This is an optimization exercise on Yosys and OpenROAD, whose aim is small area, a short achievable clock period and few clock cycles per item, not a production implementation.
RTL that was checked went through simulation tests only; none was proved equivalent to the original.

==> inputs of 01-23 <==
==> flow/design.v (excerpt) <==
module gravity_orientation_classifier_top
#(
  parameter int unsigned FifoDepth = 17
) (
  input  logic               clk_i,
  input  logic               rst_ni,
  input  logic               psel,
  input  logic               penable,
  input  logic               pwrite,
  input  logic        [2:0]  paddr,
  input  logic        [31:0] pwdata,
  output logic        [31:0] prdata,
  output logic               pready,
  input  logic               in_valid_i,
  output logic               in_ready_o,
  input  logic signed [15:0] gravity_x_i,
  input  logic signed [15:0] gravity_y_i,
  input  logic signed [15:0] gravity_z_i,
  input  logic        [31:0] time_ms_i,
  input  logic               is_gravity_type_i,
  output logic               out_valid_o,
  input  logic               out_ready_i,
  output logic        [2:0]  orientation_o,
  output logic signed [9:0]  angle_deg_o,
  output logic               is_flat_o
);
Settings: LEC_CHECK=0, CAP_MARGIN=20, CORE_MARGIN=2, CORE_UTILIZATION=40, SLEW_MARGIN=20; clock period 10.0 ns.
standard.sh (not shown) runs the stock make flow with config.mk's settings and CLKGATE_MAP_FILE= SYNTH_SCRIPT=/design/flow/synth_recipe.tcl, a recipe that flattens the netlist after the stock synthesis.
==> flow/flow/run.sh <==
#!/bin/bash
set -euo pipefail
export SETUP_SLACK_MARGIN=6.0
bash standard.sh > standard.log 2>&1
==> 07-14 (differences from 01-23) <==
--- a/flow/design.v
+++ b/flow/design.v
@@ -1518,17 +1518,17 @@
   assign c_248 = (c_181 & c_116) | (c_181 & c_180) | (c_116 & c_180);
   assign c_249 = c_183 ^ c_118 ^ c_182;
   assign c_250 = (c_183 & c_118) | (c_183 & c_182) | (c_118 & c_182);
   assign c_251 = c_g3_34 ^ c_184;
   assign c_252 = c_g3_34 & c_184;
-  logic [36:0] cmp_s_q, cmp_c_q, cmp;
+  logic [36:0] cmp_s, cmp_c, cmp;
+  assign cmp_s = {1'b1, c_252, c_251, c_249, c_247, c_245, c_243, c_241, c_239, c_237, c_235, c_233, c_231, c_229, c_227, c_225, c_223, c_221, c_219, c_217, c_215, c_213, c_211, c_209, c_207, c_205, c_203, c_201, c_199, c_197, c_195, c_193, c_191, c_189, c_187, c_185, v_q[0]};
+  assign cmp_c = {1'b0, 1'b0, c_250, c_248, c_246, c_244, c_242, c_240, c_238, c_236, c_234, c_232, c_230, c_228, c_226, c_224, c_222, c_220, c_218, c_216, c_214, c_212, c_210, c_208, c_206, c_204, c_202, c_200, c_198, c_196, c_194, c_192, c_190, c_188, c_186, 1'b1, c_g0_0};
+  assign cmp = cmp_s + cmp_c;
   logic flat_q;
-  assign cmp = cmp_s_q + cmp_c_q;
   always_ff @(posedge clk_i) begin
-    cmp_s_q <= {1'b1, c_252, c_251, c_249, c_247, c_245, c_243, c_241, c_239, c_237, c_235, c_233, c_231, c_229, c_227, c_225, c_223, c_221, c_219, c_217, c_215, c_213, c_211, c_209, c_207, c_205, c_203, c_201, c_199, c_197, c_195, c_193, c_191, c_189, c_187, c_185, v_q[0]};
-    cmp_c_q <= {1'b0, 1'b0, c_250, c_248, c_246, c_244, c_242, c_240, c_238, c_236, c_234, c_232, c_230, c_228, c_226, c_224, c_222, c_220, c_218, c_216, c_214, c_212, c_210, c_208, c_206, c_204, c_202, c_200, c_198, c_196, c_194, c_192, c_190, c_188, c_186, 1'b1, c_g0_0};
-    flat_q  <= !cmp[36];
+    flat_q <= !cmp[36];
   end
   assign flat_o = flat_q;
 endmodule
 import goc_pkg::*;
 module gravity_orientation_classifier_top
@@ -1557,22 +1557,22 @@
   output logic signed [9:0]  angle_deg_o,
   output logic               is_flat_o
 );
   localparam int unsigned NCell = 14;    
   localparam int unsigned CW = 5;        
-  localparam int unsigned FlatStage = 4;
+  localparam int unsigned FlatStage = 3;
   function automatic logic signed [25:0] atan_sum0(input logic [4:0] s);
     atan_sum0 = (s[4] ? (s[3] ? (s[2] ? (s[1] ? (s[0] ? -26'sd6155706 : -26'sd12053946) : (s[0] ? -26'sd9637640 : -26'sd15535880)) : (s[1] ? (s[0] ? -26'sd7995464 : -26'sd13893704) : (s[0] ? -26'sd11477398 : -26'sd17375638))) : (s[2] ? (s[1] ? (s[0] ? -26'sd7089596 : -26'sd12987836) : (s[0] ? -26'sd10571530 : -26'sd16469770)) : (s[1] ? (s[0] ? -26'sd8929354 : -26'sd14827594) : (s[0] ? -26'sd12411288 : -26'sd18309528)))) : (s[3] ? (s[2] ? (s[1] ? (s[0] ? 26'sd5640774 : -26'sd257466) : (s[0] ? 26'sd2158840 : -26'sd3739400)) : (s[1] ? (s[0] ? 26'sd3801016 : -26'sd2097224) : (s[0] ? 26'sd319082 : -26'sd5579158))) : (s[2] ? (s[1] ? (s[0] ? 26'sd4706884 : -26'sd1191356) : (s[0] ? 26'sd1224950 : -26'sd4673290)) : (s[1] ? (s[0] ? 26'sd2867126 : -26'sd3031114) : (s[0] ? -26'sd614808 : -26'sd6513048)))));
   endfunction
   function automatic logic signed [25:0] atan_sum1(input logic [3:0] s);
     atan_sum1 = (s[3] ? (s[2] ? (s[1] ? (s[0] ? 26'sd879368 : 26'sd410610) : (s[0] ? 26'sd644760 : 26'sd176002)) : (s[1] ? (s[0] ? 26'sd762036 : 26'sd293278) : (s[0] ? 26'sd527428 : 26'sd58670))) : (s[2] ? (s[1] ? (s[0] ? 26'sd820698 : 26'sd351940) : (s[0] ? 26'sd586090 : 26'sd117332)) : (s[1] ? (s[0] ? 26'sd703366 : 26'sd234608) : (s[0] ? 26'sd468758 : 26'sd0))));
   endfunction
   function automatic logic signed [25:0] atan_sum2(input logic [3:0] s);
     atan_sum2 = (s[3] ? (s[2] ? (s[1] ? (s[0] ? 26'sd55004 : 26'sd25668) : (s[0] ? 26'sd40336 : 26'sd11000)) : (s[1] ? (s[0] ? 26'sd47670 : 26'sd18334) : (s[0] ? 26'sd33002 : 26'sd3666))) : (s[2] ? (s[1] ? (s[0] ? 26'sd51338 : 26'sd22002) : (s[0] ? 26'sd36670 : 26'sd7334)) : (s[1] ? (s[0] ? 26'sd44004 : 26'sd14668) : (s[0] ? 26'sd29336 : 26'sd0))));
   endfunction
-  function automatic logic signed [25:0] atan_sum3(input logic [2:0] s);
-    atan_sum3 = (s[2] ? (s[1] ? (s[0] ? 26'sd3208 : 26'sd1374) : (s[0] ? 26'sd2292 : 26'sd458)) : (s[1] ? (s[0] ? 26'sd2750 : 26'sd916) : (s[0] ? 26'sd1834 : 26'sd0)));
+  function automatic logic signed [25:0] atan_sum3(input logic [3:0] s);
+    atan_sum3 = (s[3] ? (s[2] ? (s[1] ? (s[0] ? 26'sd3438 : 26'sd1604) : (s[0] ? 26'sd2522 : 26'sd688)) : (s[1] ? (s[0] ? 26'sd2980 : 26'sd1146) : (s[0] ? 26'sd2064 : 26'sd230))) : (s[2] ? (s[1] ? (s[0] ? 26'sd3208 : 26'sd1374) : (s[0] ? 26'sd2292 : 26'sd458)) : (s[1] ? (s[0] ? 26'sd2750 : 26'sd916) : (s[0] ? 26'sd1834 : 26'sd0))));
   endfunction
   function automatic logic [2:0] orient_of(input logic [9:0] angle);
     logic [8:0] d;
     d = angle[8:0];
     if (angle[9]) orient_of = ORIENT_INVALID;
@@ -1600,32 +1600,31 @@
     end
   end
   logic        in_rdy_q, in_acc, v0_q;
   logic [15:0] xs0_q, ys0_q, zs0_q;
   logic [31:0] t0_q;
-  logic [32:0] tm0_q;    
   logic        g0_q;
   assign in_ready_o = in_rdy_q;
   assign in_acc = in_valid_i && in_rdy_q;
   always_ff @(posedge clk_i) begin
     xs0_q <= {gravity_x_i[15], gravity_x_i[14:0] ^ {15{gravity_x_i[15]}}};
     ys0_q <= {gravity_y_i[15], gravity_y_i[14:0] ^ {15{gravity_y_i[15]}}};
     zs0_q <= {gravity_z_i[15], gravity_z_i[14:0] ^ {15{gravity_z_i[15]}}};
     t0_q  <= time_ms_i;
-    tm0_q <= {1'b0, time_ms_i} - {17'b0, min_q};
     g0_q  <= is_gravity_type_i;
   end
   logic               pass, take;
   logic [31:0]        last_q;
-  logic               t_ge, tm_ge;
+  logic               t_wrap;
+  logic signed [33:0] t_rem;
   logic [16:0]        ax, ay;
   logic               xpos, yzero, sig0;
   logic [16:0]        a1;
   logic signed [16:0] b1;
-  assign t_ge   = t0_q >= last_q;
-  assign tm_ge  = tm0_q[31:0] >= last_q;
-  assign pass   = t_ge ? (!tm0_q[32] && tm_ge) : (!tm0_q[32] || tm_ge);
+  assign t_wrap = t0_q < last_q;
+  assign t_rem  = $signed({2'b0, t0_q}) - $signed({2'b0, last_q}) - $signed({18'b0, min_q});
+  assign pass   = t_wrap ? (t_rem >= -34'sd4294967296) : !t_rem[33];
   assign take   = v0_q && pass && g0_q;
   always_comb begin
     ax = 17'(xs0_q[14:0]) + 17'(xs0_q[15]);
     ay = 17'(ys0_q[14:0]) + 17'(ys0_q[15]);
     xpos = !xs0_q[15] && (xs0_q[14:0] != 15'd0);
@@ -1645,20 +1644,16 @@
     a_p[0]    <= {a1, 14'b0};
     b_p[0]    <= BW'($signed({b1, 14'b0}));
     s_p[0]    <= {15'b0, sig0};
     xpos_p[0] <= xpos;
   end
-  logic [3:0] ratio_c;
-  always_ff @(posedge clk_i) begin
-    ratio_c <= ratio_q;
-  end
   goc_tilt u_tilt (
     .clk_i   (clk_i),
     .x_i     (xs0_q),
     .y_i     (ys0_q),
     .z_i     (zs0_q),
-    .ratio_i (ratio_c),
+    .ratio_i (ratio_q),
     .flat_o  (flat_t)
   );
   for (genvar k = 1; k <= NCell; k++) begin : g_cell
     goc_cordic_cell #(
       .Step (k),
@@ -1681,34 +1676,32 @@
       flat_p[k] <= (k == FlatStage) ? flat_t : flat_p[k-1];
     end
     zero_q <= (a_p[NCell-1][AW-1:14] == '0);
   end
   assign flat_p[0] = 1'b0;
-  logic signed [25:0] p1_q, p2_q, v_sum;
+  logic [15:0]        sig_all;
+  logic signed [25:0] v_sum;
   logic signed [9:0]  w_q;    
   logic               zero_e, flat_e, v_e1;
-  always_ff @(posedge clk_i) begin
-    p1_q <= atan_sum0({xpos_p[NCell-2], s_p[NCell-2][3:0]}) + atan_sum1(s_p[NCell-2][7:4])
-          + atan_sum2(s_p[NCell-2][11:8]);
-    p2_q <= p1_q + atan_sum3({!b_p[NCell-1][BW-1], s_p[NCell-1][13:12]});
-  end
-  assign v_sum = p2_q + (b_p[NCell][BW-1] ? 26'sd0 : 26'sd230);
+  assign sig_all = {!b_p[NCell][BW-1], s_p[NCell][14:0]};
+  assign v_sum = atan_sum0({xpos_p[NCell], sig_all[3:0]}) + atan_sum1(sig_all[7:4])
+               + atan_sum2(sig_all[11:8]) + atan_sum3(sig_all[15:12]);
   always_ff @(posedge clk_i) begin
     w_q    <= v_sum[25:16];
     zero_e <= zero_q;
     flat_e <= flat_p[NCell];
   end
   logic signed [10:0] d_raw, d;
-  logic [8:0]         word;    
+  logic [9:0]         word;    
   always_comb begin
     d_raw = 11'sd90 - 11'(w_q);
     d = d_raw;
     if (d_raw < 0) d = d_raw + 11'sd360;
     else if (d_raw >= 11'sd360) d = d_raw - 11'sd360;
     if (zero_e) d = 11'sd270;
-    if (flat_e) word = 9'h1FF;
-    else        word = d[8:0];
+    if (flat_e) word = 10'h3FF;
+    else        word = d[9:0];
   end
   logic [CW-1:0] cred_q, cred_b, cred_d;
   logic          drop_q, pop, push;
   logic          rdy_00, rdy_01, rdy_10, rdy_11, rdy_d;
   always_comb begin
@@ -1742,14 +1735,13 @@
       cred_q   <= cred_d;
       in_rdy_q <= rdy_d;
     end
   end
   logic [FifoDepth:0] fv_q;
-  logic [8:0]         fd_q [1:FifoDepth-1];
-  logic [9:0]         hd_q;
+  logic [9:0]         fd_q [FifoDepth];
   logic [2:0]         fo_q;
-  logic [8:0]         head_w;
+  logic [9:0]         head_d;
   logic               head_ld;
   assign push = v_e1;
   assign pop = fv_q[0] && out_ready_i;
   always_ff @(posedge clk_i or negedge rst_ni) begin
     if (!rst_ni) begin
@@ -1760,24 +1752,29 @@
         else     fv_q[j] <= fv_q[j] || (push && (j == 0 || fv_q[j-1]));
       end
       fv_q[FifoDepth] <= 1'b0;
     end
   end
-  function automatic logic [9:0] angle_of(input logic [8:0] w);
-    angle_of = (w == 9'h1FF) ? 10'h3FF : {1'b0, w};
-  endfunction
+  logic [2:0] head_o;
   always_comb begin
     head_ld = 1'b1;
-    head_w = word;
-    if (push && (pop ? (fv_q[0] && !fv_q[1]) : !fv_q[0])) head_w = word;
-    else if (pop) head_w = fd_q[1];
-    else head_ld = 1'b0;
+    head_d = fd_q[0];
+    head_o = fo_q;
+    if (push && (pop ? (fv_q[0] && !fv_q[1]) : !fv_q[0])) begin
+      head_d = word;
+      head_o = orient_of(word);
+    end else if (pop) begin
+      head_d = fd_q[1];
+      head_o = orient_of(fd_q[1]);
+    end else begin
+      head_ld = 1'b0;
+    end
   end
   always_ff @(posedge clk_i) begin
     if (head_ld) begin
-      hd_q <= angle_of(head_w);
-      fo_q <= orient_of(angle_of(head_w));
+      fd_q[0] <= head_d;
+      fo_q    <= head_o;
     end
     for (int j = 1; j < FifoDepth; j++) begin
       if (push && (pop ? (fv_q[j] && !fv_q[j+1])
                        : (!fv_q[j] && fv_q[j-1]))) begin
         fd_q[j] <= word;
@@ -1786,8 +1783,8 @@
       end
     end
   end
   assign out_valid_o   = fv_q[0];
   assign orientation_o = fo_q;
-  assign angle_deg_o   = hd_q;
-  assign is_flat_o     = hd_q[9];
+  assign angle_deg_o   = fd_q[0];
+  assign is_flat_o     = fd_q[0][9];
 endmodule
==> flow/run.sh (new file) <==
#!/bin/bash
# synth_recipe.tcl (not shown) runs the flow's synth.tcl, then flattens the netlist and writes it again
# the make line also repeats each setting of config.mk as NAME=value (left out here)
make -C /OpenROAD-flow-scripts/flow DESIGN_CONFIG=/design/flow/config.mk WORK_HOME=/design/flow/orfs CLKGATE_MAP_FILE= SYNTH_SCRIPT=/design/flow/synth_recipe.tcl finish
--- a/flow/config.mk
+++ b/flow/config.mk
@@ -6,6 +6,7 @@
 export NUM_CORES = 4
 export LEC_CHECK = 0
 export CAP_MARGIN = 20
 export CORE_MARGIN = 2
 export CORE_UTILIZATION = 40
+export SETUP_SLACK_MARGIN = 5
 export SLEW_MARGIN = 20
removed: flow/flow/run.sh
removed: flow/standard.sh
==> reports/results.txt <==
status = no timing/DRC/antenna violations
Die ar. = 0.2266 mm2
Hold EP = g_cell[11].u_cell.sig_q[9]
number of diodes = 0
Worst-Skew Late Latency = 0.82 ns
CP Depth = 12
crit path buf inv count = 5
Mapped Area = 0.08912 mm2
Placed Instances = 12070
Global Route met2 Usage = 31.07%
Final Wtd Congestion = 0.8743
Clock Buffer Count = 226
register area share after synthesis = 35.76%
[end of results for 01-23]
==> reports/results.txt <==
status = no timing/DRC/antenna violations
Clock Buffer Count = 203
Placed Instances = 11740
fin nets = 10410
Global Route met2 Usage = 30.28%
crit path buf inv count = 3
Die ar. = 0.2198 mm2
share of cells above drive strength 1 = 5.629%
Mapped Area = 0.08641 mm2
number of diodes = 58
Worst-Skew Late Latency = 0.81 ns
CP Depth = 22
[end of results for 07-14]
Testbench counts of 07-14, summed over its fixed seeds: cycles 2,709, items 1,797.
The RTL of 01-23 was laid out without a check of its function.

-- port drivers added, routing unchanged --
The flow's constraints put no driver on any port. The routed layouts listed below were extracted and timed again, unchanged, in two steps. Step 1 sets driving cells, clkbuf_16 on the clock port and buf_2 on the other inputs (assumed; they add their load-dependent delay and slew). Step 2 moves the port delays by t, midway between the first and last clock arrival at a register: inputs arrive t later, outputs are due t later. That takes back most of the time a late clock gives input paths. a / b / c = ideal ports / drivers / drivers and shift; a / b = the first two.
| run | t (ns) | slack for setup (ns) | worst setup path at the end |
|---|---|---|---|
| 01-23 | 0.882 | 5.987 / 5.987 / 5.240 | input to register |
| 07-14 | 0.873 | 5.193 / 5.193 / 5.193 | register to register |
After both steps every run listed still meets setup and hold. For 01-23, which loses most, drivers alone change the setup slack by 0.000 ns; drivers and shift together by -0.747 ns.
